Background: an optimization exercise with open tools, aiming at a short achievable clock period and few clock cycles. Do not read the settings as production practice. RTL that was checked went through simulation tests only; none was proved equivalent to the original. Function not checked in runs 3 to 5: the RTL went through the layout flow alone. The clock port is modelled as an ideal driver; clocking choices that lean on that would not hold on a real chip. Power is estimated from default activity; no workload was simulated.

## config.mk

```make
export PLATFORM = sky130hd
export DESIGN_NAME = motion_search_top
export DESIGN_NICKNAME = motion_search_top
export VERILOG_FILES = /design/flow/design.v
export SDC_FILE = /design/flow/constraint.sdc
export NUM_CORES = 4
export LEC_CHECK = 0
export ABC_CLOCK_PERIOD_IN_PS = 2700
export CAP_MARGIN = 20
export CORE_MARGIN = 2
export CORE_UTILIZATION = 55
export CTS_CLUSTER_DIAMETER = 100
export CTS_CLUSTER_SIZE = 30
export SLEW_MARGIN = 20
```

## constraint.sdc

```tcl
create_clock -name core_clock -period 10.0 [get_ports {clk_i}]
set_input_delay 2.0000 -clock core_clock [delete_from_list [all_inputs] [get_ports {clk_i}]]
set_output_delay 2.0000 -clock core_clock [all_outputs]
set_load 0.01 [all_outputs]
```

## design.v

```verilog
package sad_pkg;
  localparam int PixelWidth = 8;
  localparam int SadWidth   = 17;   
  localparam int SAddrWidth = 10;   
  localparam int RAddrWidth = 8;
  typedef logic [PixelWidth-1:0] pixel_t;
  typedef logic [SadWidth-1:0] sad_t;
  typedef logic [SAddrWidth-1:0] saddr_t;
  typedef logic [RAddrWidth-1:0] raddr_t;
endpackage
`timescale 1ns/1ns
module sad_scan_decode #(
  parameter int SImgSize = 19,
  parameter int RImgSize = 4
) (
  input  logic            clk_i,
  input  logic            rst_ni,
  input  logic            start_i,
  output logic            busy_o,
  output logic            finish_o,
  output sad_pkg::saddr_t smem_raddr_o,
  output sad_pkg::raddr_t ref_raddr_o,
  output logic [RImgSize*RImgSize-1:0] ref_wr_o,
  output logic            cand_o,
  output logic            cand_valid_o,
  output logic            cand_first_o,
  output sad_pkg::saddr_t cand_addr_o
);
  localparam int CandNum  = SImgSize - RImgSize + 1;             
  localparam int LastPix  = SImgSize * SImgSize - 1;             
  localparam int LastCand = (CandNum - 1) * (SImgSize + 1);      
  localparam int Lat      = (RImgSize - 1) * SImgSize + RImgSize + 3;   
  logic       accept;
  logic [4:0] cand_x;
  logic [3:0] ref_next;
  assign ref_next = ref_raddr_o[3:0] + 1'b1;   
  assign accept = start_i && !busy_o;
  always_ff @(posedge clk_i) begin
    if (!rst_ni) begin
      busy_o       <= 1'b0;
      finish_o     <= 1'b0;
      smem_raddr_o <= '0;
      ref_raddr_o  <= '0;
      cand_o       <= 1'b0;
    end else begin
      finish_o <= cand_o && (cand_addr_o == sad_pkg::SAddrWidth'(LastCand));
      if (!busy_o) begin
        busy_o       <= start_i;
        smem_raddr_o <= sad_pkg::SAddrWidth'(start_i);
        ref_raddr_o  <= sad_pkg::RAddrWidth'(start_i);
      end else begin
        if (ref_raddr_o != '0) ref_raddr_o <= sad_pkg::RAddrWidth'(ref_next);
        if (finish_o) busy_o <= 1'b0;
        if (smem_raddr_o != '0 && smem_raddr_o != sad_pkg::SAddrWidth'(LastPix)) begin
          smem_raddr_o <= smem_raddr_o + 1'b1;
        end else begin
          smem_raddr_o <= '0;
        end
      end
      if (accept) begin
        cand_o <= 1'b0;
      end else if (busy_o && smem_raddr_o == sad_pkg::SAddrWidth'(Lat - 1)) begin
        cand_o <= 1'b1;
      end else if (cand_o && cand_addr_o == sad_pkg::SAddrWidth'(LastCand)) begin
        cand_o <= 1'b0;
      end
    end
  end
  always_ff @(posedge clk_i) begin
    if (accept) begin
      ref_wr_o    <= 1;
      cand_x      <= '0;
      cand_addr_o <= '0;
    end else begin
      ref_wr_o <= ref_wr_o << 1;
      if (cand_o) begin
        cand_addr_o <= cand_addr_o + 1'b1;
        cand_x      <= (cand_x == 5'(SImgSize - 1)) ? '0 : cand_x + 1'b1;
      end
    end
  end
  assign cand_valid_o = cand_x < 5'(CandNum);
  assign cand_first_o = cand_addr_o == '0;
endmodule
`timescale 1ns/1ns
module sad_pe_array #(
  parameter int SImgSize = 19,
  parameter int RImgSize = 4
) (
  input  logic            clk_i,
  input  logic [RImgSize*RImgSize-1:0] ref_wr_i,
  input  sad_pkg::pixel_t search_pix_i,
  input  sad_pkg::pixel_t ref_pix_i,
  output logic [11:0]     sad_o
);
  localparam int N      = RImgSize * RImgSize;
  localparam int SW     = 12;                     
  localparam int DlyLen = SImgSize - RImgSize;    
  sad_pkg::pixel_t ref_q [N];
  sad_pkg::pixel_t pix_q;
  sad_pkg::pixel_t diff_q [N];
  logic [SW-1:0]   acc_q [N];
  logic [SW-1:0]   dly_q [RImgSize-1][DlyLen];
  function automatic logic [7:0] abs_diff(input logic [7:0] a, input logic [7:0] b);
    abs_diff = (a > b) ? a - b : b - a;
  endfunction
  always_ff @(posedge clk_i) begin
    for (int j = 0; j < N; j++) begin
      if (ref_wr_i[j]) ref_q[j] <= ref_pix_i;
    end
    pix_q <= search_pix_i;
    for (int j = 0; j < N; j++) begin
      diff_q[j] <= abs_diff(pix_q, ref_q[j]);
    end
  end
  for (genvar ry = 0; ry < RImgSize; ry++) begin : g_row
    for (genvar rx = 0; rx < RImgSize; rx++) begin : g_col
      localparam int W = $clog2(255 * (RImgSize * ry + rx + 1) + 1);   
      logic [W-1:0] in_sum;
      if (rx > 0) begin : g_in
        assign in_sum = W'(acc_q[ry*RImgSize+rx-1]);
      end else if (ry > 0) begin : g_dly
        assign in_sum = W'(dly_q[ry-1][DlyLen-1]);
      end else begin : g_zero
        assign in_sum = '0;
      end
      always_ff @(posedge clk_i) begin
        acc_q[ry*RImgSize+rx] <= SW'(in_sum + W'(diff_q[ry*RImgSize+rx]));
      end
    end
    if (ry < RImgSize - 1) begin : g_line
      localparam int LW = $clog2(255 * (RImgSize * ry + RImgSize) + 1);
      always_ff @(posedge clk_i) begin
        dly_q[ry][0] <= SW'(LW'(acc_q[ry*RImgSize+RImgSize-1]));
        for (int i = 1; i < DlyLen; i++) dly_q[ry][i] <= dly_q[ry][i-1];
      end
    end
  end
  assign sad_o = acc_q[N-1];
endmodule
`timescale 1ns/1ns
module sad_min_select (
  input  logic            clk_i,
  input  logic            cand_i,
  input  logic            cand_valid_i,
  input  logic            cand_first_i,
  input  sad_pkg::saddr_t cand_addr_i,
  input  logic [11:0]     sad_i,
  output sad_pkg::sad_t   min_sad_o,
  output sad_pkg::saddr_t min_addr_o
);
  logic [11:0] min_q;
  logic [11:0] min_out_q;
  logic        smaller;
  logic        take;
  assign smaller = cand_valid_i && (cand_first_i || sad_i < min_q);
  assign take    = cand_i && smaller;
  sad_pkg::saddr_t addr_q;
  always_ff @(posedge clk_i) begin
    if (take) begin
      min_q  <= sad_i;
      addr_q <= cand_addr_i;
    end
  end
  always_ff @(posedge clk_i) begin
    min_out_q  <= smaller ? sad_i : min_q;
    min_addr_o <= smaller ? cand_addr_i : addr_q;
  end
  assign min_sad_o = sad_pkg::SadWidth'(min_out_q);
endmodule
`timescale 1ns/1ns
module motion_search_top #(
  parameter int SImgSize = 19,
  parameter int RImgSize = 4,
  parameter int PeNum    = 8
) (
  input  logic   clk_i,
  input  logic   rst_ni,
  input  logic   start_i,
  input  sad_pkg::pixel_t smem_rdata_i,
  input  sad_pkg::pixel_t ref_rdata_i,
  output sad_pkg::saddr_t smem_raddr_o,
  output sad_pkg::raddr_t ref_raddr_o,
  output logic   busy_o,
  output logic   finish_o,
  output sad_pkg::sad_t   min_sad_o,
  output sad_pkg::saddr_t min_addr_o
);
  logic [RImgSize*RImgSize-1:0] ref_wr;
  logic            cand;
  logic            cand_valid;
  logic            cand_first;
  sad_pkg::saddr_t cand_addr;
  logic [11:0]     sad;
  sad_scan_decode #(
    .SImgSize(SImgSize),
    .RImgSize(RImgSize)
  ) i_decode (
    .clk_i       (clk_i),
    .rst_ni      (rst_ni),
    .start_i     (start_i),
    .busy_o      (busy_o),
    .finish_o    (finish_o),
    .smem_raddr_o(smem_raddr_o),
    .ref_raddr_o (ref_raddr_o),
    .ref_wr_o    (ref_wr),
    .cand_o      (cand),
    .cand_valid_o(cand_valid),
    .cand_first_o(cand_first),
    .cand_addr_o (cand_addr)
  );
  sad_pe_array #(
    .SImgSize(SImgSize),
    .RImgSize(RImgSize)
  ) i_execute (
    .clk_i       (clk_i),
    .ref_wr_i    (ref_wr),
    .search_pix_i(smem_rdata_i),
    .ref_pix_i   (ref_rdata_i),
    .sad_o       (sad)
  );
  sad_min_select i_result (
    .clk_i       (clk_i),
    .cand_i      (cand),
    .cand_valid_i(cand_valid),
    .cand_first_i(cand_first),
    .cand_addr_i (cand_addr),
    .sad_i       (sad),
    .min_sad_o   (min_sad_o),
    .min_addr_o  (min_addr_o)
  );
endmodule
```

## flow/run.sh

```bash
#!/bin/bash
set -euo pipefail
cd "$(dirname "$0")/.."
bash standard.sh \
  BUFFER_PORTS_ARGS="-buffer_cell sky130_fd_sc_hd__buf_4" \
  SETUP_SLACK_MARGIN=7.3 \
  POST_CTS_TCL="$PWD/flow/unroot.tcl" \
  finish > make_flow.log 2>&1
```

## flow/unroot.tcl

```tcl
set port_net [get_nets clk_i]
set root_pins [get_pins -of_objects $port_net -filter "direction == input"]
if {[llength $root_pins] == 1} {
  set root [get_cells -of_objects [lindex $root_pins 0]]
  set root_name [get_full_name $root]
  set out_pin [get_pins -of_objects $root -filter "direction == output"]
  set out_net [get_nets -of_objects $out_pin]
  set loads [get_pins -of_objects $out_net -filter "direction == input"]
  puts "unroot: $root_name drives [llength $loads] pins"
  if {[llength $loads] <= 4} {
    foreach p $loads {
      disconnect_pin [get_full_name $out_net] $p
      connect_pin [get_full_name $port_net] $p
    }
    delete_instance $root
    delete_net $out_net
    puts "unroot: removed $root_name"
  }
}
```

## standard.sh

```bash
#!/bin/bash
# synth_recipe.tcl (not shown) runs the flow's synth.tcl, then flattens the netlist and writes it again
# the make line also repeats each setting of config.mk as NAME=value (left out here)
make -C /OpenROAD-flow-scripts/flow DESIGN_CONFIG=/design/flow/config.mk WORK_HOME=/design/flow/orfs CLKGATE_MAP_FILE= SYNTH_SCRIPT=/design/flow/synth_recipe.tcl "${@:-finish}"
```

==> results.sh, run 1 <==
export IMPL_drtPass1Iterations=5
export IMPL_drive_above_1_share_pct=8.697
export IMPL_grt_first_pass_wirelength_um=126300
export IMPL_timing_fmax_mhz=344.8
export IMPL_nets=3864
export IMPL_final_common_cell="dfxtp_1"
export IMPL_seq_power_share_pct=55.8
export IMPL_crit_path_top_delay_cell="dfxtp_4"
export IMPL_p_sw_share_pct=30.11
export IMPL_clock_skew_ps=24.23
export IMPL_antenna_found_initial=1
export IMPL_synth_ff_type="dfxtp_1"
export IMPL_wl_per_cell_um=18.30
export IMPL_crit_fanout=2
export IMPL_syn_inst=3340
export IMPL_track_usage_pct=21.43
export IMPL_gp_congestion=0.8629
export IMPL_yosysUniqueCellTypes=69
export IMPL_period_share_pct=29.00
export IMPL_path_clk_slew_ps=110
export IMPL_pin_count=66
export IMPL_ys_ff_latch=1028
export IMPL_hpwl_um=54240
export IMPL_yosysWarnings=7
export IMPL_drv_slew=0
export IMPL_worstPathArrival_ps=900
export IMPL_routed_via_density=5.421
export IMPL_hold_class="register to register"
export IMPL_die_y_um=272.4
export IMPL_synth_seq_area_share_pct=55.72
export IMPL_tns_ps=0
export IMPL_p_comb_share_pct=26.4
export IMPL_synth_async_sr_flop_share_pct=0
export IMPL_syn2layout_area_growth_pct=8.723
export IMPL_cp_required_ps=8000
export IMPL_ant_nets=0
export IMPL_p_int_mw=7.862
export IMPL_max_slew_margin_rel_pct=48.65
export IMPL_crit_type="register to output pin"
export IMPL_grt_overflow=0
export IMPL_setup_violations_final=0
export IMPL_cp_end_kind="output pin"
export IMPL_status="timing/DRC/antenna clean"
export IMPL_min_period_ps=2900
export IMPL_hold_viol=0
export IMPL_power_density_nw_per_um2=261.1
export IMPL_grt_max_degree=41
export IMPL_switching_power_mw=3.387
export IMPL_start_kind="register"
export IMPL_maxCapViolCount=0
export IMPL_crit_buf_inv=1
export IMPL_totalWireLength_um=80340
export IMPL_cts_tree="done"
export IMPL_layout_common_cells="838 x dfxtp_1, 379 x ha_1, 201 x inv_1"
export IMPL_synth_avg_cell_area_um2=11.87
export IMPL_clockPowerShare_pct=17.8
export IMPL_portBuffers=56
export IMPL_netlist_area_um2=39630
export IMPL_critPathMaxStageDelay_ps=360
export IMPL_rsz0062_at_grt="true"
export IMPL_start_util_pct=55.53
export IMPL_grt_pass1_vias=23530
export IMPL_num_fill_cells=5758
export IMPL_ir_worst_vdd_v=0.0002171
export IMPL_drc=0
export IMPL_rows=98
export IMPL_power_total_mw=11.25
export IMPL_synth_edff_count=150
export IMPL_cts_sinks=1028
export IMPL_clkLatencyLatePin_ps=430
export IMPL_worstMarginPinSlew_ps=769.2
export IMPL_p_leak_nw=18.59
export IMPL_coreArea_um2=71360
export IMPL_cp_cell_sequence="buf_6"
export IMPL_path_delay_family="flip-flops"
export IMPL_dieArea_um2=74220
export IMPL_vias=23800
export IMPL_die_w_um=272.4
export IMPL_drtIter0Drc=1332
-- power groups by stage --
stage	Clock, mW	Sequential [mW]	Combinational [mW]
detailed placement	0	6.38	2.90
global route	2.20	6.43	3.33
global placement	0	6.36	2.87
finish	2.01	6.28	2.97
floorplan	0	6.14	2.24
-- cell type report --
cell class / count / area (um^2) / share of cell area [%]
Antenna cell: 3 / 7.507 / 0.01742
Clock buffer: 51 / 1085 / 2.518
Clock inverter: 11 / 130.1 / 0.3020
Inverter: 206 / 792.0 / 1.838
Multi-Input combinational cell: 2034 / 16700 / 38.75
Sequential cell: 1028 / 22160 / 51.44
Tap cell: 950 / 1189 / 2.759
Timing Repair Buffer: 108 / 1022 / 2.372
-- routing by layer --
| metal | track usage (%) | wire (um) |
|---|---|---|
| met1 | 29.39 | 37810 |
| met2 | 35.86 | 37460 |
| met3 | 2.662 | 3216 |
| met4 | 5.769 | 1861 |
| met5 | 0 | 0 |
-- synthesized netlist by cell type (9+ instances only) --
master / count / area (um^2)
nand4_1: 26 / 162.7
a211oi_1: 64 / 480.5
nor3_1: 14 / 70.07
a2111oi_0: 13 / 113.9
a21oi_1: 153 / 765.7
xnor2_1: 109 / 954.7
a311oi_1: 12 / 105.1
mux2i_1: 118 / 1181
nand2_1: 148 / 555.5
ha_1: 379 / 4742
and2_1: 18 / 112.6
xor2_1: 114 / 998.5
nand3_1: 16 / 80.08
nand3b_1: 22 / 165.2
inv_1: 206 / 773.2
edfxtp_1: 150 / 4504
nor2b_1: 28 / 175.2
or2_2: 9 / 56.30
and4_1: 11 / 96.34
a21boi_0: 10 / 75.07
a221oi_1: 22 / 192.7
dfxtp_1: 878 / 17580
nor2_1: 171 / 641.9
nand2b_1: 34 / 212.7
o211ai_1: 31 / 232.7
a21o_1: 94 / 705.7
o21ai_0: 129 / 645.6
nor3b_1: 10 / 75.07
clkbuf_1: 28 / 105.1
and3_1: 14 / 87.58
buf_4: 15 / 112.6
o31ai_1: 11 / 82.58
o21a_1: 27 / 202.7
buf_2: 37 / 185.2
a31oi_1: 70 / 437.9
fa_1: 47 / 940.9
-- final timing paths --
path / start / endpoint / slack, ps / cells after the start
max: i_decode.smem_raddr_o[0] / smem_raddr_o[0] / 7100 / 1
min: i_execute.dly_q[39][10] / i_execute.dly_q[40][10] / 320 / 0
max reg2reg: i_execute.pix_q[0] / i_execute.diff_q[1][1] / 7420 / 10
min reg2reg: i_execute.dly_q[39][10] / i_execute.dly_q[40][10] / 320 / 0
-- state kept, by name, indices dropped and copies added (netlist names) --
register               count
i_decode.ref_wr_o         16
i_decode.finish_o          1
i_execute.acc_q          177
i_execute.diff_q         128
i_result.min_q            12
i_decode.busy_o            1
i_decode.smem_raddr_o     10
i_decode.ref_raddr_o       4
i_result.min_addr_o       10
i_result.min_out_q        12
i_execute.dly_q          495
i_result.addr_q           10
i_decode.cand_addr_o      10
i_execute.pix_q            8
i_execute.ref_q          128
i_decode.cand_x            5
i_decode.cand_o            1
-- logic make-up after synthesis --
logic type      synth area share (%)
xor+xnor                       4.928
compound gates                 12.33
simple gates                   6.725
buf+inv                        2.968
other cells                 0.009462
mux                            2.980
fa+ha+maj                      14.34
flops                          55.72
-- stage by stage --
step / hold WS (ps) / setup WS (ps) / utilization, % / std cells / instance area, um^2
floorplan: 309.6 / 7167 / - / 3348 / 39920
global placement: 309.5 / 6303 / 57.79 / 4289 / 41240
detailed placement: 312.1 / 6264 / 57.81 / 4290 / 41250
global route: 334.1 / 7062 / 60.37 / 4388 / 43080
finish: 323.3 / 7100 / 60.38 / 4391 / 43090
Testbench counts, summed over its fixed seeds: cycles 23,416.
==> run 2: changes to the inputs <==
--- a/config.mk
+++ b/config.mk
@@ -8,7 +8,7 @@
 export ABC_CLOCK_PERIOD_IN_PS = 2700
 export CAP_MARGIN = 20
 export CORE_MARGIN = 2
-export CORE_UTILIZATION = 55
+export CORE_UTILIZATION = 40
 export CTS_CLUSTER_DIAMETER = 100
 export CTS_CLUSTER_SIZE = 30
 export SLEW_MARGIN = 20
==> run 2 against run 1 <==
Still clean on timing, DRC and antenna. Hold slack got worse by 5.4 ps. Combinational power decreased by 4%. Non-clock buffer count up 2. Count of clock-buffer cells in the layout up 3. Cell area is 0.98% higher. Synthesized area did not move. Clock skew is 13 ps higher. Total power down 1.0%. Critical path depth unchanged. Core utilization down 16 points. Critical path type unchanged. Largest cell class unchanged.
==> results.sh, run 2 <==
export IMPL_synth_ff_type="dfxtp_1"
export IMPL_ir_worst_vdd_v=0.0001630
export IMPL_totalWireLength_um=79170
export IMPL_power_density_nw_per_um2=255.9
export IMPL_crit_buf_inv=1
export IMPL_status="timing/DRC/antenna clean"
export IMPL_layout_common_cells="833 x dfxtp_1, 378 x ha_1, 201 x inv_1"
export IMPL_ys_ff_latch=1028
export IMPL_multi_input_area_um2=16680
export IMPL_num_fill_cells=9068
export IMPL_final_common_cell="dfxtp_1"
export IMPL_drtPass1Iterations=5
export IMPL_hold_class="register to register"
export IMPL_drv_slew=0
export IMPL_crit_type="register to output pin"
export IMPL_synth_top_area_share_pct=44.35
export IMPL_die_w_um=318.8
export IMPL_crit_path_top_delay_cell="dfxtp_4"
export IMPL_die_y_um=318.8
export IMPL_tns_ps=0
export IMPL_synth_seq_area_share_pct=55.72
export IMPL_seq_power_share_pct=56.2
export IMPL_syn_inst=3340
export IMPL_cp_end_kind="output pin"
export IMPL_worstPathArrival_ps=890
export IMPL_dieArea_um2=101600
export IMPL_critPathMaxStageDelay_ps=370
export IMPL_clockPowerShare_pct=18.3
export IMPL_p_sw_share_pct=29.38
export IMPL_period_share_pct=28.93
export IMPL_worstMarginPinSlew_ps=776.7
export IMPL_cts_tree="done"
export IMPL_clkLatencyLatePin_ps=450
export IMPL_p_int_mw=7.862
export IMPL_min_period_ps=2893
export IMPL_grt_first_pass_wirelength_um=124700
export IMPL_drc=0
export IMPL_gp_congestion=0.8395
export IMPL_yosys_top_cells_area="dfxtp_1 44%, ha_1 12%, edfxtp_1 11%"
export IMPL_drive_above_1_share_pct=8.859
export IMPL_fin_util_pct=44.27
export IMPL_setup_violations_final=0
export IMPL_drtIter0Drc=1391
export IMPL_switching_power_mw=3.271
export IMPL_grt_max_degree=39
export IMPL_coreArea_um2=98280
export IMPL_p_leak_nw=18.60
export IMPL_synthMostInstantiatedCell="dfxtp_1"
export IMPL_cp_required_ps=8000
export IMPL_register_area_um2=22180
export IMPL_pin_count=66
export IMPL_yosysWarnings=7
export IMPL_p_comb_share_pct=25.5
export IMPL_hold_viol=0
export IMPL_rsz0062_at_grt="true"
export IMPL_synth_area_leader_cell="dfxtp_1"
export IMPL_track_usage_pct=15.35
export IMPL_wl_per_cell_um=16.73
export IMPL_portBuffers=56
export IMPL_grt_pass1_vias=22610
export IMPL_synth_avg_cell_area_um2=11.87
export IMPL_antenna_found_initial=3
export IMPL_timing_fmax_mhz=345.7
export IMPL_syn2layout_area_growth_pct=9.784
export IMPL_cts_sinks=1028
export IMPL_grt_overflow=0
export IMPL_path_clk_slew_ps=110
export IMPL_largest_register="i_execute.dly_q"
export IMPL_maxCapViolCount=0
export IMPL_rows=115
export IMPL_ant_nets=0
export IMPL_largest_reg_flops=495
export IMPL_synth_edff_count=150
export IMPL_path_delay_family="flip-flops"
export IMPL_hpwl_um=52630
export IMPL_yosysUniqueCellTypes=69
export IMPL_start_kind="register"
export IMPL_synth_async_sr_flop_share_pct=0
export IMPL_reg_top3="i_execute.dly_q: 495 flops, i_execute.acc_q: 177 flops"
export IMPL_vias=23330
export IMPL_crit_fanout=2
export IMPL_nets=3866
export IMPL_start_util_pct=40.33
export IMPL_cp_cell_sequence="buf_6"
export IMPL_synthTopCellsByCount="878 x dfxtp_1, 379 x ha_1, 206 x inv_1, 171 x nor2_1, 153 x a21oi_1"
export IMPL_netlist_area_um2=39630
export IMPL_routed_via_density=4.932
export IMPL_max_slew_margin_rel_pct=48.22
export IMPL_clock_skew_ps=36.97
run 2: power by group through the flow:
stage               Sequential [mW]  Clock [mW]  Combinational (mW)
global route                   6.42        2.25                3.25
finish                         6.26        2.04                2.84
global placement               6.38           0                2.79
detailed placement             6.39           0                2.81
floorplan                      6.14           0                2.24
run 2: cell families after synthesis:
family | after synthesis | share of synthesized area (%)
flops | 1028 | 55.72
compound gates | 715 | 12.33
simple gates | 543 | 6.725
fa+ha+maj | 426 | 14.34
buf+inv | 286 | 2.968
xor+xnor | 223 | 4.928
mux | 118 | 2.980
other cells | 1 | 0.009462
run 2: cell type report:
cell class | instances | share of cell area, %
Tap cell | 1287 | 3.701
Multi-Input combinational cell | 2034 | 38.33
Timing Repair Buffer | 110 | 2.358
Clock buffer | 54 | 2.568
Sequential cell | 1028 | 50.98
Clock inverter | 11 | 0.2416
Antenna cell | 1 | 0.005752
Inverter | 206 | 1.812
run 2: path summary, 6_finish.rpt:
check	from	to	slack, ps	cells after the start
worst max-delay path	i_decode.smem_raddr_o[4]	smem_raddr_o[4]	7110	1
worst min register to register	i_execute.dly_q[8][7]	i_execute.dly_q[9][7]	320	0
worst max register to register	i_execute.pix_q[7]	i_execute.diff_q[3][7]	7430	6
worst min-delay path	i_execute.dly_q[8][7]	i_execute.dly_q[9][7]	320	0
run 2: per-stage QoR:
stage	hold slack (ps)	cell area [um^2]	instances	setup WS, ps	power, mW
final	317.9	43510	4731	7107	11.13
after global routing	314.1	43510	4730	7071	11.92
after detailed placement	312.1	41660	4624	6428	9.197
after global placement	309.5	41640	4623	6449	9.167
after floorplan	309.6	39920	3348	7167	8.378
run 2: metal layers:
layer / up-vias / share of wire [%] / global-route usage (%)
met1: 11030 / 49 / 21.70
li1: 11830 / - / -
met3: 77 / 3.8 / 1.556
met2: 396 / 46 / 25.43
met5: - / 0 / 0
met4: 0 / 1.8 / 3.286
==> run 3: changes to the inputs <==
--- a/design.v
+++ b/design.v
@@ -28,42 +28,41 @@
 );
   localparam int CandNum  = SImgSize - RImgSize + 1;             
   localparam int LastPix  = SImgSize * SImgSize - 1;             
+  localparam int LastRef  = RImgSize * RImgSize - 1;             
+  localparam int Lat      = (RImgSize - 1) * SImgSize + RImgSize + 3;   
   localparam int LastCand = (CandNum - 1) * (SImgSize + 1);      
-  localparam int Lat      = (RImgSize - 1) * SImgSize + RImgSize + 3;   
-  logic       accept;
-  logic [4:0] cand_x;
-  logic [3:0] ref_next;
-  assign ref_next = ref_raddr_o[3:0] + 1'b1;   
-  assign accept = start_i && !busy_o;
+  localparam int FinCyc   = LastCand + Lat + 1;                  
+  localparam int CntW     = $clog2(FinCyc + 1);
+  logic            idle_q;
+  logic [CntW-1:0] cnt_q;
+  logic            accept;
+  logic [4:0]      cand_x;
+  assign accept = start_i && idle_q;
   always_ff @(posedge clk_i) begin
     if (!rst_ni) begin
+      idle_q       <= 1'b1;
       busy_o       <= 1'b0;
       finish_o     <= 1'b0;
+      cnt_q        <= '0;
       smem_raddr_o <= '0;
       ref_raddr_o  <= '0;
       cand_o       <= 1'b0;
+    end else if (idle_q) begin
+      idle_q       <= !start_i;
+      busy_o       <= start_i;
+      finish_o     <= 1'b0;
+      cnt_q        <= CntW'(start_i);
+      smem_raddr_o <= sad_pkg::SAddrWidth'(start_i);
+      ref_raddr_o  <= sad_pkg::RAddrWidth'(start_i);
+      cand_o       <= 1'b0;
     end else begin
-      finish_o <= cand_o && (cand_addr_o == sad_pkg::SAddrWidth'(LastCand));
-      if (!busy_o) begin
-        busy_o       <= start_i;
-        smem_raddr_o <= sad_pkg::SAddrWidth'(start_i);
-        ref_raddr_o  <= sad_pkg::RAddrWidth'(start_i);
-      end else begin
-        if (ref_raddr_o != '0) ref_raddr_o <= sad_pkg::RAddrWidth'(ref_next);
-        if (finish_o) busy_o <= 1'b0;
-        if (smem_raddr_o != '0 && smem_raddr_o != sad_pkg::SAddrWidth'(LastPix)) begin
-          smem_raddr_o <= smem_raddr_o + 1'b1;
-        end else begin
-          smem_raddr_o <= '0;
-        end
-      end
-      if (accept) begin
-        cand_o <= 1'b0;
-      end else if (busy_o && smem_raddr_o == sad_pkg::SAddrWidth'(Lat - 1)) begin
-        cand_o <= 1'b1;
-      end else if (cand_o && cand_addr_o == sad_pkg::SAddrWidth'(LastCand)) begin
-        cand_o <= 1'b0;
-      end
+      idle_q       <= cnt_q == CntW'(FinCyc);
+      busy_o       <= cnt_q != CntW'(FinCyc);
+      finish_o     <= cnt_q == CntW'(FinCyc - 1);
+      cnt_q        <= cnt_q + 1'b1;
+      smem_raddr_o <= (cnt_q < CntW'(LastPix)) ? sad_pkg::SAddrWidth'(cnt_q + 1'b1) : '0;
+      ref_raddr_o  <= (cnt_q < CntW'(LastRef)) ? sad_pkg::RAddrWidth'(cnt_q + 1'b1) : '0;
+      cand_o       <= cnt_q >= CntW'(Lat - 1) && cnt_q < CntW'(FinCyc - 1);
     end
   end
   always_ff @(posedge clk_i) begin
==> run 3 against run 2 <==
Still clean. Critical path depth did not move. Sequential power rose by 0.8%. Cell area barely moved. Clock skew fell by 4.8 ps. First-iteration DRC count fell by 5.4%. Combinational power fell by 3%. Maximum frequency fell by 0.12%. Count of clock-buffer cells in the layout rose by 10. Non-clock buffer count fell by 9. Wire length fell by 2.5%. Highest routed layer unchanged.
==> results.sh, run 3 <==
export IMPL_status="timing/DRC/antenna clean"
export IMPL_grt_first_pass_wirelength_um=119700
export IMPL_routed_via_density=4.883
export IMPL_place_area_um2=41390
export IMPL_dp_cells=4573
export IMPL_synthMostInstantiatedCell="dfxtp_1"
export IMPL_clockPowerShare_pct=19.7
export IMPL_p_sw_share_pct=29.31
export IMPL_crit_fanout=1
export IMPL_hold_viol=0
export IMPL_cp_required_ps=8000
export IMPL_largest_reg_flops=495
export IMPL_worstPathArrival_ps=900
export IMPL_start_util_pct=40.52
export IMPL_syn2layout_area_growth_pct=10.78
export IMPL_min_period_ps=2897
export IMPL_p_int_mw=7.989
export IMPL_grt_overflow=0
export IMPL_coreArea_um2=96990
export IMPL_final_cell_area_um2=43540
export IMPL_period_share_pct=28.97
export IMPL_seq_power_share_pct=55.8
export IMPL_p_leak_nw=18.66
export IMPL_syn_inst=3286
export IMPL_timing_fmax_mhz=345.2
export IMPL_drtIter0Drc=1316
export IMPL_clkLatencyLatePin_ps=460
export IMPL_path_clk_slew_ps=120
export IMPL_pin_count=66
export IMPL_final_common_cell="dfxtp_1"
export IMPL_rsz0062_at_grt="true"
export IMPL_synth_top_area_share_pct=45.43
export IMPL_reg_top3="i_execute.dly_q: 495 flops, i_execute.acc_q: 177 flops"
export IMPL_synth_async_sr_flop_share_pct=0
export IMPL_hpwl_um=52310
export IMPL_synth_edff_count=150
export IMPL_antenna_found_initial=5
export IMPL_netlist_area_um2=39300
export IMPL_drive_above_1_share_pct=9.562
export IMPL_synth_seq_area_share_pct=56.90
export IMPL_ys_ff_latch=1042
export IMPL_synthTopCellsByCount="892 x dfxtp_1, 378 x ha_1, 204 x inv_1, 187 x nor2_1, 150 x edfxtp_1"
export IMPL_crit_type="register to output pin"
export IMPL_gp_congestion=0.8484
export IMPL_synth_ff_type="dfxtp_1"
export IMPL_cts_sinks=1042
export IMPL_yosysUniqueCellTypes=70
export IMPL_dieArea_um2=100800
export IMPL_portBuffers=60
export IMPL_clock_skew_ps=32.12
export IMPL_synth_area_leader_cell="dfxtp_1"
export IMPL_start_kind="register"
export IMPL_setup_violations_final=0
export IMPL_synth_avg_cell_area_um2=11.96
export IMPL_cp_end_kind="output pin"
export IMPL_rows=114
export IMPL_hold_class="register to register"
export IMPL_drc=0
export IMPL_drv_slew=0
export IMPL_drtPass1Iterations=6
export IMPL_grt_pass1_vias=21940
export IMPL_worstMarginPinSlew_ps=881.2
export IMPL_cp_cell_sequence="buf_6"
export IMPL_tns_ps=0
export IMPL_yosysWarnings=7
export IMPL_track_usage_pct=14.86
export IMPL_crit_buf_inv=1
export IMPL_final_cells=4676
export IMPL_crit_path_top_delay_cell="dfxtp_2"
export IMPL_maxCapViolCount=0
export IMPL_largest_register="i_execute.dly_q"
export IMPL_num_fill_cells=8859
export IMPL_grt_max_degree=33
export IMPL_wl_per_cell_um=16.51
export IMPL_nets=3814
export IMPL_ant_nets=0
export IMPL_cts_tree="done"
export IMPL_critPathMaxStageDelay_ps=350
export IMPL_vias=22830
export IMPL_layout_common_cells="849 x dfxtp_1, 375 x ha_1, 198 x inv_1"
export IMPL_die_w_um=317.5
export IMPL_totalWireLength_um=77210
export IMPL_ir_worst_vdd_v=0.0001531
export IMPL_die_y_um=317.5
export IMPL_path_delay_family="flip-flops"
export IMPL_p_comb_share_pct=24.5
export IMPL_yosys_top_cells_area="dfxtp_1 45%, ha_1 12%, edfxtp_1 11%"
export IMPL_switching_power_mw=3.312
export IMPL_power_density_nw_per_um2=259.6
export IMPL_max_slew_margin_rel_pct=41.17
## run 3: final timing paths
kind,from,to,slack (ps),depth (start not counted)
setup / recovery,i_result.min_out_q[11],min_sad_o[11],7100,1
hold / removal,i_execute.dly_q[11][0],i_execute.dly_q[12][0],310,0
setup reg to reg,i_execute.pix_q[0],i_execute.diff_q[13][7],7360,11
hold reg to reg,i_execute.dly_q[11][0],i_execute.dly_q[12][0],310,0
## run 3: final cells by class
cell class	count	area [um^2]	share of cell area [%]
Tap cell	1276	1597	3.667
Multi-Input combinational cell	1977	16280	37.40
Inverter	204	784.5	1.802
Timing Repair Buffer	101	1001	2.299
Sequential cell	1042	22420	51.49
Clock buffer	64	1271	2.920
Antenna cell	1	2.502	0.005747
Clock inverter	11	180.2	0.4138
## run 3: power by group through the flow
stage | logic, mW | registers, mW | clock network (mW)
5_1_grt | 3.13 | 6.46 | 2.47
3_5_place_dp | 2.71 | 6.42 | 0
6_report | 2.76 | 6.31 | 2.23
2_1_floorplan | 2.09 | 6.20 | 0
3_3_place_gp | 2.71 | 6.39 | 0
## run 3: cell families (layout without fill, tap and decap cells)
| kind of cell | after synthesis | after routing | synth area share, % |
|---|---|---|---|
| AOI/OAI and AO/OA | 693 | 693 | 11.75 |
| xor gates and xnor gates | 211 | 211 | 4.702 |
| adders and majority gates | 425 | 425 | 14.43 |
| buffers and inverters | 275 | 380 | 2.811 |
| DFF | 1042 | 1042 | 56.90 |
| muxes | 108 | 108 | 2.926 |
| other | 1 | 10 | 0.009541 |
| and+or+nand+nor | 531 | 531 | 6.478 |
## run 3: stage by stage
step	utilization [%]	power (mW)	hold slack, ps	setup slack [ps]
finish	44.89	11.30	307.1	7103
global route	44.89	12.06	310.9	7042
detailed placement	42.67	9.131	312.1	5981
global placement	42.67	9.097	309.7	6065
floorplan	-	8.294	309.6	7082
## run 3: metal layers
metal / track usage, % / wire length [um] / vias to the layer above
met5: 0 / 0 / -
met4: 4.095 / 1815 / 0
met3: 1.979 / 3260 / 104
met2: 25.26 / 35960 / 417
met1: 19.85 / 36170 / 10700
li1: - / - / 11610
==> run 4: changes to the inputs <==
--- a/design.v
+++ b/design.v
@@ -29,7 +29,7 @@
   localparam int CandNum  = SImgSize - RImgSize + 1;             
   localparam int LastPix  = SImgSize * SImgSize - 1;             
   localparam int LastRef  = RImgSize * RImgSize - 1;             
-  localparam int Lat      = (RImgSize - 1) * SImgSize + RImgSize + 3;   
+  localparam int Lat      = (RImgSize - 1) * SImgSize + RImgSize + 2;   
   localparam int LastCand = (CandNum - 1) * (SImgSize + 1);      
   localparam int FinCyc   = LastCand + Lat + 1;                  
   localparam int CntW     = $clog2(FinCyc + 1);
@@ -90,7 +90,8 @@
   input  logic [RImgSize*RImgSize-1:0] ref_wr_i,
   input  sad_pkg::pixel_t search_pix_i,
   input  sad_pkg::pixel_t ref_pix_i,
-  output logic [11:0]     sad_o
+  output logic [11:0]     part_o,   
+  output sad_pkg::pixel_t last_o    
 );
   localparam int N      = RImgSize * RImgSize;
   localparam int SW     = 12;                     
@@ -114,17 +115,19 @@
   end
   for (genvar ry = 0; ry < RImgSize; ry++) begin : g_row
     for (genvar rx = 0; rx < RImgSize; rx++) begin : g_col
-      localparam int W = $clog2(255 * (RImgSize * ry + rx + 1) + 1);   
-      logic [W-1:0] in_sum;
-      if (rx > 0) begin : g_in
-        assign in_sum = W'(acc_q[ry*RImgSize+rx-1]);
-      end else if (ry > 0) begin : g_dly
-        assign in_sum = W'(dly_q[ry-1][DlyLen-1]);
-      end else begin : g_zero
-        assign in_sum = '0;
-      end
-      always_ff @(posedge clk_i) begin
-        acc_q[ry*RImgSize+rx] <= SW'(in_sum + W'(diff_q[ry*RImgSize+rx]));
+      if (ry * RImgSize + rx < N - 1) begin : g_acc
+        localparam int W = $clog2(255 * (RImgSize * ry + rx + 1) + 1);   
+        logic [W-1:0] in_sum;
+        if (rx > 0) begin : g_in
+          assign in_sum = W'(acc_q[ry*RImgSize+rx-1]);
+        end else if (ry > 0) begin : g_dly
+          assign in_sum = W'(dly_q[ry-1][DlyLen-1]);
+        end else begin : g_zero
+          assign in_sum = '0;
+        end
+        always_ff @(posedge clk_i) begin
+          acc_q[ry*RImgSize+rx] <= SW'(in_sum + W'(diff_q[ry*RImgSize+rx]));
+        end
       end
     end
     if (ry < RImgSize - 1) begin : g_line
@@ -135,7 +138,8 @@
       end
     end
   end
-  assign sad_o = acc_q[N-1];
+  assign part_o = acc_q[N-2];
+  assign last_o = diff_q[N-1];
 endmodule
 `timescale 1ns/1ns
 module sad_min_select (
@@ -144,7 +148,8 @@
   input  logic            cand_valid_i,
   input  logic            cand_first_i,
   input  sad_pkg::saddr_t cand_addr_i,
-  input  logic [11:0]     sad_i,
+  input  logic [11:0]     part_i,   
+  input  sad_pkg::pixel_t last_i,
   output sad_pkg::sad_t   min_sad_o,
   output sad_pkg::saddr_t min_addr_o
 );
@@ -152,7 +157,17 @@
   logic [11:0] min_out_q;
   logic        smaller;
   logic        take;
-  assign smaller = cand_valid_i && (cand_first_i || sad_i < min_q);
+  logic [11:0] sad_i;
+  logic [12:0] cs_x, cs_y, cs_z, cs_s, cs_c;
+  logic [13:0] cs_t;
+  assign sad_i = part_i + 12'(last_i);
+  assign cs_x  = 13'(part_i);
+  assign cs_y  = 13'(last_i);
+  assign cs_z  = ~{1'b0, min_q};
+  assign cs_s  = cs_x ^ cs_y ^ cs_z;
+  assign cs_c  = (cs_x & cs_y) | (cs_x & cs_z) | (cs_y & cs_z);
+  assign cs_t  = {1'b0, cs_s} + {cs_c, 1'b1};   
+  assign smaller = cand_valid_i && (cand_first_i || !cs_t[13]);
   assign take    = cand_i && smaller;
   sad_pkg::saddr_t addr_q;
   always_ff @(posedge clk_i) begin
@@ -190,7 +205,8 @@
   logic            cand_valid;
   logic            cand_first;
   sad_pkg::saddr_t cand_addr;
-  logic [11:0]     sad;
+  logic [11:0]     sad_part;
+  sad_pkg::pixel_t sad_last;
   sad_scan_decode #(
     .SImgSize(SImgSize),
     .RImgSize(RImgSize)
@@ -216,7 +232,8 @@
     .ref_wr_i    (ref_wr),
     .search_pix_i(smem_rdata_i),
     .ref_pix_i   (ref_rdata_i),
-    .sad_o       (sad)
+    .part_o      (sad_part),
+    .last_o      (sad_last)
   );
   sad_min_select i_result (
     .clk_i       (clk_i),
@@ -224,7 +241,8 @@
     .cand_valid_i(cand_valid),
     .cand_first_i(cand_first),
     .cand_addr_i (cand_addr),
-    .sad_i       (sad),
+    .part_i      (sad_part),
+    .last_i      (sad_last),
     .min_sad_o   (min_sad_o),
     .min_addr_o  (min_addr_o)
   );
--- a/config.mk
+++ b/config.mk
@@ -10,5 +10,5 @@
 export CORE_MARGIN = 2
 export CORE_UTILIZATION = 40
 export CTS_CLUSTER_DIAMETER = 100
-export CTS_CLUSTER_SIZE = 30
+export CTS_CLUSTER_SIZE = 25
 export SLEW_MARGIN = 20
==> run 4 against run 3 <==
Still clean. Register-to-register slack got worse by 230 ps. First-iteration DRC count fell by 10%. Core utilization rose by 0.094 points. Synthesized cell count fell by 1.6%. Non-clock buffer count rose by 7. Via count fell by 3.1%. Setup slack got worse by 17 ps. Sequential share of layout area fell by 0.47 points. Cell area barely moved.
==> results.sh, run 4 <==
export IMPL_worstMarginPinSlew_ps=744.9
export IMPL_grt_pass1_vias=21750
export IMPL_rsz0062_at_grt="true"
export IMPL_reg_top3="i_execute.dly_q: 495 flops, i_execute.acc_q: 165 flops"
export IMPL_yosysWarnings=7
export IMPL_largest_reg_flops=495
export IMPL_syn_inst=3235
export IMPL_period_share_pct=29.13
export IMPL_crit_type="register to output pin"
export IMPL_clock_skew_ps=53.73
export IMPL_start_kind="register"
export IMPL_hold_class="register to register"
export IMPL_vias=22120
export IMPL_syn2layout_area_growth_pct=11.55
export IMPL_maxCapViolCount=0
export IMPL_start_util_pct=40.33
export IMPL_gp_congestion=0.8247
export IMPL_drv_slew=0
export IMPL_drc=0
export IMPL_track_usage_pct=15.05
export IMPL_crit_path_top_delay_cell="dfxtp_2"
export IMPL_final_common_cell="dfxtp_1"
export IMPL_ant_nets=0
export IMPL_synth_area_leader_cell="dfxtp_1"
export IMPL_worstPathArrival_ps=910
export IMPL_tns_ps=0
export IMPL_synthTopCellsByCount="880 x dfxtp_1, 381 x ha_1, 262 x inv_1, 150 x edfxtp_1, 139 x a21oi_1"
export IMPL_largest_register="i_execute.dly_q"
export IMPL_grt_max_degree=27
export IMPL_place_area_um2=41130
export IMPL_cp_cell_sequence="buf_6"
export IMPL_crit_buf_inv=1
export IMPL_synth_async_sr_flop_share_pct=0
export IMPL_ir_worst_vdd_v=0.0001548
export IMPL_clkLatencyLatePin_ps=470
export IMPL_routed_via_density=4.737
export IMPL_setup_violations_final=0
export IMPL_wl_per_cell_um=16.15
export IMPL_totalWireLength_um=75420
export IMPL_synthMostInstantiatedCell="dfxtp_1"
export IMPL_cp_end_kind="output pin"
export IMPL_rows=114
export IMPL_antenna_found_initial=3
export IMPL_layout_common_cells="830 x dfxtp_1, 379 x ha_1, 253 x inv_1"
export IMPL_power_density_nw_per_um2=258.5
export IMPL_crit_fanout=1
export IMPL_p_leak_nw=18.65
export IMPL_synth_edff_count=150
export IMPL_coreArea_um2=96710
export IMPL_die_y_um=316.3
export IMPL_ys_ff_latch=1030
export IMPL_grt_first_pass_wirelength_um=118700
export IMPL_cts_tree="done"
export IMPL_die_w_um=316.3
export IMPL_hold_viol=0
export IMPL_cts_sinks=1030
export IMPL_synth_avg_cell_area_um2=12.06
export IMPL_portBuffers=60
export IMPL_final_cell_area_um2=43500
export IMPL_yosys_top_cells_area="dfxtp_1 45%, ha_1 12%, edfxtp_1 12%"
export IMPL_dieArea_um2=100000
export IMPL_nets=3822
export IMPL_synth_ff_type="dfxtp_1"
export IMPL_drive_above_1_share_pct=9.475
export IMPL_drtIter0Drc=1181
export IMPL_grt_overflow=0
export IMPL_cp_required_ps=8000
export IMPL_timing_fmax_mhz=343.3
export IMPL_status="timing/DRC/antenna clean"
export IMPL_max_slew_margin_rel_pct=50.24
export IMPL_pin_count=66
export IMPL_critPathMaxStageDelay_ps=340
export IMPL_synth_top_area_share_pct=45.17
export IMPL_yosysUniqueCellTypes=66
export IMPL_min_period_ps=2913
export IMPL_synth_seq_area_share_pct=56.72
export IMPL_path_clk_slew_ps=90
export IMPL_hpwl_um=49750
export IMPL_netlist_area_um2=39000
export IMPL_path_delay_family="flip-flops"
export IMPL_drtPass1Iterations=5
## run 4: cell types whose count changed in the layout (fill, tap and decap cells not counted), moves of 25 or more
cell	previous run	this run
mux2i_1	88	113
and2_1	15	59
nor2b_1	18	103
inv_1	198	253
a31oi_1	58	12
nand2b_1	19	59
xnor2_1	96	135
a211oi_1	70	20
nor2_1	185	122
nand2_1	136	94
a21o_1	86	33
nor3_1	19	44
## run 4: where the power goes
group	switching [mW]	leakage, nW	internal (mW)
clock network	1.27	0.703	0.946
registers	0.498	8.77	5.73
logic	1.45	9.18	1.35
## run 4: worst paths after layout
kind,start,end,slack (ps),cells past startpoint
worst max-delay path,i_decode.smem_raddr_o[0],smem_raddr_o[0],7090,1
worst min-delay path,i_execute.dly_q[18][0],i_execute.dly_q[19][0],310,0
worst max register to register,i_result.min_q[1],i_result.addr_q[2],7130,12
worst min register to register,i_execute.dly_q[18][0],i_execute.dly_q[19][0],310,0
## run 4: layer usage
metal	vias to the layer above	global-route usage [%]	wire length, um
li1	11210	-	-
met1	10560	21.50	37680
met2	262	24.40	34040
met3	97	1.583	2073
met4	0	3.816	1623
met5	-	0	0
## run 4: cell type report
| type | count | area, um^2 |
|---|---|---|
| Sequential cell | 1030 | 22200 |
| Antenna cell | 5 | 12.51 |
| Clock inverter | 10 | 160.2 |
| Clock buffer | 63 | 1300 |
| Timing Repair Buffer | 108 | 1184 |
| Tap cell | 1276 | 1597 |
| Timing Repair inverter | 1 | 7.507 |
| Inverter | 264 | 1006 |
| Multi-Input combinational cell | 1912 | 16040 |
| Fill cell | 8873 | 53200 |
## run 4: cells by family after synthesis
| kind of cell | Yosys count | share of synthesized area, % |
|---|---|---|
| DFF | 1030 | 56.72 |
| and+or+nand+nor | 595 | 7.976 |
| AOI/OAI and AO/OA | 504 | 8.428 |
| adders and majority gates | 437 | 15.10 |
| buffers and inverters | 302 | 3.045 |
| xor gates and xnor gates | 231 | 5.188 |
| muxes | 135 | 3.535 |
| other | 1 | 0.009615 |
## run 4: worst register-to-register path, stage by stage, from the launching register on
cell       delay [ps]
edfxtp_1          380
inv_2              50
fa_1              470
ha_1              290
nor2b_4           130
o211ai_1          200
a211oi_2          120
o2111ai_2         190
a21oi_2            90
buf_4             160
buf_16            150
nor2b_4           220
buf_16            160
## run 4: stage by stage
step                setup slack (ps)  cells  hold slack, ps  utilization, %  power (mW)
finish                          7087   4669           305.6           44.98       11.25
global route                    7025   4665           315.8           44.97       12.04
global placement                6047   4550           309.7           42.53       8.991
floorplan                       7091   3243           309.6               -       8.257
detailed placement              5984   4550           312.1           42.53       9.037
==> run 5: changes to the inputs <==
--- a/design.v
+++ b/design.v
@@ -153,7 +153,7 @@
   output sad_pkg::sad_t   min_sad_o,
   output sad_pkg::saddr_t min_addr_o
 );
-  logic [11:0] min_q;
+  logic [11:0] nmin_q;   
   logic [11:0] min_out_q;
   logic        smaller;
   logic        take;
@@ -163,7 +163,7 @@
   assign sad_i = part_i + 12'(last_i);
   assign cs_x  = 13'(part_i);
   assign cs_y  = 13'(last_i);
-  assign cs_z  = ~{1'b0, min_q};
+  assign cs_z  = {1'b1, nmin_q};   
   assign cs_s  = cs_x ^ cs_y ^ cs_z;
   assign cs_c  = (cs_x & cs_y) | (cs_x & cs_z) | (cs_y & cs_z);
   assign cs_t  = {1'b0, cs_s} + {cs_c, 1'b1};   
@@ -172,12 +172,12 @@
   sad_pkg::saddr_t addr_q;
   always_ff @(posedge clk_i) begin
     if (take) begin
-      min_q  <= sad_i;
+      nmin_q <= ~sad_i;
       addr_q <= cand_addr_i;
     end
   end
   always_ff @(posedge clk_i) begin
-    min_out_q  <= smaller ? sad_i : min_q;
+    min_out_q  <= smaller ? sad_i : ~nmin_q;
     min_addr_o <= smaller ? cand_addr_i : addr_q;
   end
   assign min_sad_o = sad_pkg::SadWidth'(min_out_q);
==> run 5 against run 4 <==
Non-clock buffer count shrank 20. Still clean. Maximum frequency down 0.17%. Count of clock-buffer cells in the layout decreased by 3. Combinational power is 2% lower. Wire length shrank 3.2%. Hold slack improved by 16 ps. Clock skew increased by 14 ps. First-iteration DRC count fell by 21%. Register-to-register slack better by 300 ps. Global-route usage down 0.55 points. Sequential power is essentially flat. Highest routed layer unchanged. Setup slack lost 4.9 ps.
==> results.sh, run 5 <==
export IMPL_vias=21820
export IMPL_maxCapViolCount=0
export IMPL_totalWireLength_um=73020
export IMPL_start_kind="register"
export IMPL_hold_viol=0
export IMPL_crit_path_top_delay_cell="dfxtp_2"
export IMPL_nets=3799
export IMPL_synth_area_leader_cell="dfxtp_1"
export IMPL_synth_top_family_by_area="adder cells"
export IMPL_start_util_pct=40.49
export IMPL_largest_register="i_execute.dly_q"
export IMPL_cp_cell_sequence="buf_6"
export IMPL_hold_class="register to register"
export IMPL_grt_pass1_vias=21490
export IMPL_die_y_um=317.3
export IMPL_synth_edff_count=150
export IMPL_synthMostInstantiatedCell="dfxtp_1"
export IMPL_seq_power_share_pct=55.8
export IMPL_p_leak_nw=18.48
export IMPL_die_w_um=317.3
export IMPL_layout_common_cells="829 x dfxtp_1, 381 x ha_1, 252 x inv_1"
export IMPL_syn_inst=3228
export IMPL_ir_worst_vdd_v=0.0001597
export IMPL_drive_above_1_share_pct=9.718
export IMPL_ys_ff_latch=1030
export IMPL_worstPathArrival_ps=920
export IMPL_synthTopCellsByCount="880 x dfxtp_1, 381 x ha_1, 258 x inv_1, 151 x a21oi_1, 150 x edfxtp_1"
export IMPL_synth_avg_cell_area_um2=12.16
export IMPL_synth_xor_area_share_pct=5.197
export IMPL_yosysUniqueCellTypes=69
export IMPL_worstMarginPinSlew_ps=653.4
export IMPL_cts_sinks=1030
export IMPL_routed_via_density=4.702
export IMPL_yosysWarnings=7
export IMPL_grt_first_pass_wirelength_um=115300
export IMPL_synth_seq_area_share_pct=56.33
export IMPL_hpwl_um=49510
export IMPL_cp_required_ps=8000
export IMPL_largest_reg_flops=495
export IMPL_power_density_nw_per_um2=257.8
export IMPL_max_slew_margin_rel_pct=56.28
export IMPL_crit_type="register to output pin"
export IMPL_critPathMaxStageDelay_ps=340
export IMPL_synth_compound_area_share_pct=9.107
export IMPL_clkLatencyLatePin_ps=470
export IMPL_status="timing/DRC/antenna clean"
export IMPL_synthAdderAreaFrac_pct=14.99
export IMPL_timing_fmax_mhz=342.7
export IMPL_ant_nets=0
export IMPL_path_clk_slew_ps=100
export IMPL_setup_violations_final=0
export IMPL_dieArea_um2=100700
export IMPL_antenna_found_initial=4
export IMPL_hold_depth=0
export IMPL_grt_overflow=0
export IMPL_rows=114
export IMPL_drv_slew=0
export IMPL_p_int_mw=7.975
export IMPL_rsz0062_at_grt="true"
export IMPL_cts_tree="done"
export IMPL_clockPowerShare_pct=19.6
export IMPL_final_common_cell="dfxtp_1"
export IMPL_track_usage_pct=14.50
export IMPL_gp_congestion=0.8263
export IMPL_antenna_cells=0
export IMPL_p_comb_share_pct=24.6
export IMPL_cp_end_kind="output pin"
export IMPL_crit_fanout=1
export IMPL_drtPass1Iterations=5
export IMPL_min_period_ps=2918
export IMPL_grt_max_degree=27
export IMPL_synth_simple_area_share_pct=7.995
export IMPL_drtIter0Drc=928
export IMPL_coreArea_um2=96990
export IMPL_period_share_pct=29.18
export IMPL_path_delay_family="flip-flops"
export IMPL_netlist_area_um2=39270
export IMPL_power_total_mw=11.15
export IMPL_reg_top3="i_execute.dly_q: 495 flops, i_execute.acc_q: 165 flops"
export IMPL_pin_count=66
export IMPL_portBuffers=60
export IMPL_synth_ff_type="dfxtp_1"
export IMPL_tns_ps=0
export IMPL_rr_worst_depth=10
export IMPL_clock_skew_ps=67.67
export IMPL_synthMuxAreaShare_pct=3.409
export IMPL_switching_power_mw=3.174
export IMPL_syn2layout_area_growth_pct=10.11
export IMPL_synth_async_sr_flop_share_pct=0
export IMPL_wl_per_cell_um=15.73
export IMPL_cp_num_cells=1
export IMPL_drc=0
export IMPL_p_sw_share_pct=28.47
export IMPL_synth_top_area_share_pct=44.86
export IMPL_crit_buf_inv=1
export IMPL_yosys_top_cells_area="dfxtp_1 45%, ha_1 12%, edfxtp_1 11%"
==> run 5: worst reg2reg max path, stage by stage (launching register included) <==
cell	delay, ps
dfxtp_2	350
inv_1	60
fa_1	530
inv_1	40
ha_1	260
o21ai_1	50
o21ai_1	170
o211ai_2	140
a211oi_4	290
buf_12	200
mux2_2	360
==> run 5: cell families (layout without fill, tap and decap cells) <==
group,count (synthesis),after routing
xor gates and xnor gates,233,233
and+or+nand+nor,601,602
adders and majority gates,437,437
other,1,9
AOI/OAI and AO/OA,504,504
DFF,1030,1030
muxes,132,132
buffers and inverters,290,418
==> run 5: power by group through the flow <==
stage          combinational, mW  sequential [mW]  clock (mW)
2_1_floorplan               2.16             6.12           0
3_3_place_gp                2.70             6.31           0
3_5_place_dp                2.72             6.33           0
5_1_grt                     3.14             6.38        2.41
6_report                    2.74             6.23        2.18
==> run 5: metal layers <==
layer | part of all wire [%] | global-route usage [%] | wire length, um
met1 | 51 | 20.79 | 36970
met4 | 2.2 | 3.649 | 1594
met3 | 2.9 | 1.506 | 2117
met2 | 44 | 23.41 | 32340
met5 | 0 | 0 | 0
==> run 5: area by class of cell <==
cell class / instances / area (um^2)
well taps: 1276 / 1597
clock inverters: 12 / 168.9
clock buffers: 60 / 1246
inverters: 258 / 983.4
multi-input cells: 1917 / 16130
flip-flops and latches: 1030 / 22200
repair buffers: 88 / 920.9
fillers: 8897 / 53750
==> run 5: through the flow <==
step                      std cells  setup WS (ps)  utilization (%)  hold slack, ps  instance area [um^2]
after detailed placement       4549           6389            42.60           312.1                 41320
final                          4641           7082            44.58           321.7                 43240
after floorplan                3236           7175                -           309.6                 39390
after global routing           4641           7057            44.58           333.0                 43240
after global placement         4549           6412            42.60           309.5                 41320
==> run 5: worst paths after layout <==
check                      startpoint                endpoint  slack [ps]
max          i_decode.smem_raddr_o[4]         smem_raddr_o[4]        7080
max reg2reg    i_execute.acc_q[14][3]  i_result.min_addr_o[2]        7430
min reg2reg     i_execute.dly_q[1][5]   i_execute.dly_q[2][5]         320
min             i_execute.dly_q[1][5]   i_execute.dly_q[2][5]         320
==> run 6: changes to the inputs <==
--- a/design.v
+++ b/design.v
@@ -37,6 +37,8 @@
   logic [CntW-1:0] cnt_q;
   logic            accept;
   logic [4:0]      cand_x;
+  logic [3:0]      ref_next;   
+  assign ref_next = cnt_q[3:0] + 1'b1;
   assign accept = start_i && idle_q;
   always_ff @(posedge clk_i) begin
     if (!rst_ni) begin
@@ -61,7 +63,7 @@
       finish_o     <= cnt_q == CntW'(FinCyc - 1);
       cnt_q        <= cnt_q + 1'b1;
       smem_raddr_o <= (cnt_q < CntW'(LastPix)) ? sad_pkg::SAddrWidth'(cnt_q + 1'b1) : '0;
-      ref_raddr_o  <= (cnt_q < CntW'(LastRef)) ? sad_pkg::RAddrWidth'(cnt_q + 1'b1) : '0;
+      ref_raddr_o  <= (cnt_q < CntW'(LastRef)) ? sad_pkg::RAddrWidth'(ref_next) : '0;
       cand_o       <= cnt_q >= CntW'(Lat - 1) && cnt_q < CntW'(FinCyc - 1);
     end
   end
@@ -99,7 +101,7 @@
   sad_pkg::pixel_t ref_q [N];
   sad_pkg::pixel_t pix_q;
   sad_pkg::pixel_t diff_q [N];
-  logic [SW-1:0]   acc_q [N];
+  logic [SW-1:0]   acc_q [N-1];
   logic [SW-1:0]   dly_q [RImgSize-1][DlyLen];
   function automatic logic [7:0] abs_diff(input logic [7:0] a, input logic [7:0] b);
     abs_diff = (a > b) ? a - b : b - a;
==> run 6 against run 5 <==
Maximum frequency up 1.1%. Hold slack about the same. Via count down 0.21%. Largest cell class unchanged. Synthesized cell count down 0.19%. Count of clock-buffer cells in the layout up 4. Cell area down 0.16%. Register-to-register slack worse by 110 ps. Synthesized area down 0.58%. Critical path type unchanged. First-iteration DRC count up 26%. Clock skew down 26 ps.
==> results.sh, run 6 <==
export IMPL_status="timing/DRC/antenna clean"
export IMPL_final_common_cell="dfxtp_1"
export IMPL_grt_overflow=0
export IMPL_ys_ff_latch=1026
export IMPL_grt_max_degree=27
export IMPL_drc=0
export IMPL_seq_power_share_pct=55.9
export IMPL_vias=21780
export IMPL_drtIter0Drc=1166
export IMPL_crit_fanout=1
export IMPL_hold_class="register to register"
export IMPL_ir_worst_vdd_v=0.0001515
export IMPL_antenna_found_initial=0
export IMPL_syn_inst=3222
export IMPL_grt_pass1_vias=21210
export IMPL_rsz0062_at_grt="true"
export IMPL_cp_end_kind="output pin"
export IMPL_dieArea_um2=100100
export IMPL_synthMostInstantiatedCell="dfxtp_1"
export IMPL_place_ws_ps=6126
export IMPL_largest_register="i_execute.dly_q"
export IMPL_clkLatencyLatePin_ps=450
export IMPL_portBuffers=56
export IMPL_grt_first_pass_wirelength_um=115500
export IMPL_multi_input_area_um2=16020
export IMPL_clockPowerShare_pct=19.3
export IMPL_worstMarginPinSlew_ps=866.3
export IMPL_worstPathArrival_ps=890
export IMPL_drv_slew=0
export IMPL_switching_power_mw=3.141
export IMPL_p_int_mw=7.949
export IMPL_cp_required_ps=8000
export IMPL_maxCapViolCount=0
export IMPL_nets=3805
export IMPL_syn2layout_area_growth_pct=10.58
export IMPL_p_sw_share_pct=28.32
export IMPL_path_delay_family="flip-flops"
export IMPL_cts_tree="done"
export IMPL_wl_per_cell_um=15.94
export IMPL_reg_top3="i_execute.dly_q: 495 flops, i_execute.acc_q: 165 flops"
export IMPL_pin_count=66
export IMPL_min_period_ps=2886
export IMPL_synth_async_sr_flop_share_pct=0
export IMPL_die_w_um=316.4
export IMPL_synth_seq_area_share_pct=56.46
export IMPL_crit_path_top_delay_cell="dfxtp_2"
export IMPL_layout_common_cells="827 x dfxtp_1, 378 x ha_1, 245 x inv_1"
export IMPL_start_kind="register"
export IMPL_routed_via_density=4.685
export IMPL_p_comb_share_pct=24.7
export IMPL_path_clk_slew_ps=100
export IMPL_critPathMaxStageDelay_ps=340
export IMPL_drtPass1Iterations=5
export IMPL_track_usage_pct=14.69
export IMPL_drive_above_1_share_pct=9.700
export IMPL_setup_violations_final=0
export IMPL_max_slew_margin_rel_pct=42.25
export IMPL_hold_viol=0
export IMPL_hpwl_um=49220
export IMPL_netlist_area_um2=39040
export IMPL_num_fill_cells=8955
export IMPL_yosysWarnings=7
export IMPL_register_area_um2=22110
export IMPL_crit_type="register to output pin"
export IMPL_gp_congestion=0.8416
export IMPL_synth_top_area_share_pct=44.92
export IMPL_yosys_top_cells_area="dfxtp_1 45%, ha_1 12%, edfxtp_1 12%"
export IMPL_power_density_nw_per_um2=256.9
export IMPL_timing_fmax_mhz=346.5
export IMPL_cts_sinks=1026
export IMPL_yosysUniqueCellTypes=58
export IMPL_coreArea_um2=96710
export IMPL_totalWireLength_um=74110
export IMPL_period_share_pct=28.86
export IMPL_whs_ps=321.4
export IMPL_start_util_pct=40.37
export IMPL_synthTopCellsByCount="876 x dfxtp_1, 381 x ha_1, 256 x inv_1, 156 x a21oi_1, 150 x edfxtp_1"
export IMPL_cp_cell_sequence="buf_6"
export IMPL_worst_slack_ps=7114
export IMPL_rows=114
export IMPL_synth_avg_cell_area_um2=12.12
export IMPL_synth_ff_type="dfxtp_1"
export IMPL_hold_depth=0
export IMPL_clock_skew_ps=41.92
export IMPL_crit_buf_inv=1
export IMPL_synth_area_leader_cell="dfxtp_1"
export IMPL_largest_reg_flops=495
export IMPL_p_leak_nw=18.43
export IMPL_rr_worst_depth=11
export IMPL_ant_nets=0
export IMPL_die_y_um=316.4
export IMPL_cp_num_cells=1
export IMPL_tns_ps=0
export IMPL_power_total_mw=11.09
export IMPL_synth_edff_count=150
[run 6: changes by cell type after synthesis, sizes merged, moves of 3 or more]
cell and delta:
dfxtp -4, o21ai -3, nor2 -14, mux2i -3
xor2 +3, a21oi +3, nand2 +4, buf +4
[run 6: cell families (layout without fill, tap and decap cells)]
kind of cell             Yosys count  in the layout  share of synthesized area [%]
AO/OA/AOI/OAI                    508            508                          8.679
XOR/XNOR                         235            235                          5.272
multiplexers                     129            129                          3.333
flip-flops                      1026           1026                          56.46
other                              1             11                       0.009606
buffers and inverters            293            432                          3.106
adder cells (fa/ha/maj)          437            437                          15.08
AND/OR/NAND/NOR                  593            594                          8.057
[run 6: power by group through the flow]
stage | logic (mW) | clock network (mW) | registers, mW
2_1_floorplan | 2.12 | 0 | 6.10
3_3_place_gp | 2.64 | 0 | 6.29
3_5_place_dp | 2.66 | 0 | 6.32
5_1_grt | 3.14 | 2.38 | 6.36
6_report | 2.74 | 2.14 | 6.20
[run 6: routing by layer]
layer | part of all wire [%] | global-route usage [%] | vias to the layer above
met5 | 0 | 0 | -
met4 | 1.8 | 3.173 | 0
met3 | 2.8 | 1.720 | 81
met2 | 45 | 24.18 | 221
met1 | 50 | 20.79 | 10320
li1 | - | - | 11150
[run 6: layout make-up]
type,count,share of cell area [%]
flip-flops and latches,1026,51.22
multi-input cells,1913,37.11
well taps,1276,3.698
clock buffers,64,2.994
repair buffers,104,2.475
inverters,256,2.278
clock inverters,7,0.1942
repair inverters,1,0.01739
diodes,1,0.005797
[run 6: final timing paths]
kind	start	to	slack, ps
max	i_decode.ref_raddr_o[0]	ref_raddr_o[0]	7110
min	i_execute.dly_q[15][1]	i_execute.dly_q[16][1]	320
max reg2reg	i_execute.acc_q[14][1]	i_result.nmin_q[10]	7320
min reg2reg	i_execute.dly_q[15][1]	i_execute.dly_q[16][1]	320
[run 6: metrics by stage]
stage / cell area, um^2 / util, % / cells
finish: 43170 / 44.64 / 4648
global route: 43170 / 44.64 / 4647
detailed placement: 41010 / 42.40 / 4534
global placement: 41010 / 42.40 / 4534
floorplan: 39160 / - / 3231
[run 6: worst register-to-register path, delay by kind of cell, from the launching register on]
family / cells / cell delay [ps]
AO/OA/AOI/OAI: 4 / 630
adder cells (fa/ha/maj): 2 / 750
buffers and inverters: 4 / 460
flip-flops: 1 / 360
AND/OR/NAND/NOR: 1 / 210
Testbench counts of run 6, summed over its fixed seeds: cycles 23,352.

## port drivers added, routing unchanged
The flow's constraints put no driver on any port. The routed layouts listed below were extracted and timed again, unchanged, in two steps. Step 1 assumes that a clkbuf_16 drives the clock port and a buf_2 every other input. Step 2 times the ports against the registers' clock, not the clock port: input delays grow and output delays shrink by t, the midpoint of the rising clock arrivals with the driver on. a / b / c = no drivers / after step 1 / after step 2; a / b = the first two.
| run | shift t [ns] | slack for setup (ns) | clock arrival spread, ns | slew at the worst register clock pin (ns) |
|---|---|---|---|---|
| run 1 | 0.538 | 7.100 / 6.976 / 6.991 | 0.027 / 0.027 | 0.12 / 0.12 |
| run 2 | 0.560 | 7.107 / 6.971 / 7.065 | 0.046 / 0.046 | 0.12 / 0.12 |
| run 3 | 0.574 | 7.103 / 6.966 / 6.925 | 0.045 / 0.045 | 0.12 / 0.12 |
| run 4 | 0.568 | 7.087 / 6.956 / 6.980 | 0.059 / 0.059 | 0.11 / 0.11 |
| run 5 | 0.561 | 7.082 / 6.955 / 6.933 | 0.069 / 0.068 | 0.11 / 0.11 |
| run 6 | 0.555 | 7.114 / 6.984 / 6.921 | 0.044 / 0.044 | 0.11 / 0.11 |
After both steps every run listed still meets setup and hold. The setup slack of run 6, which loses most, moves by -0.130 ns with the drivers and by -0.193 ns with both steps.
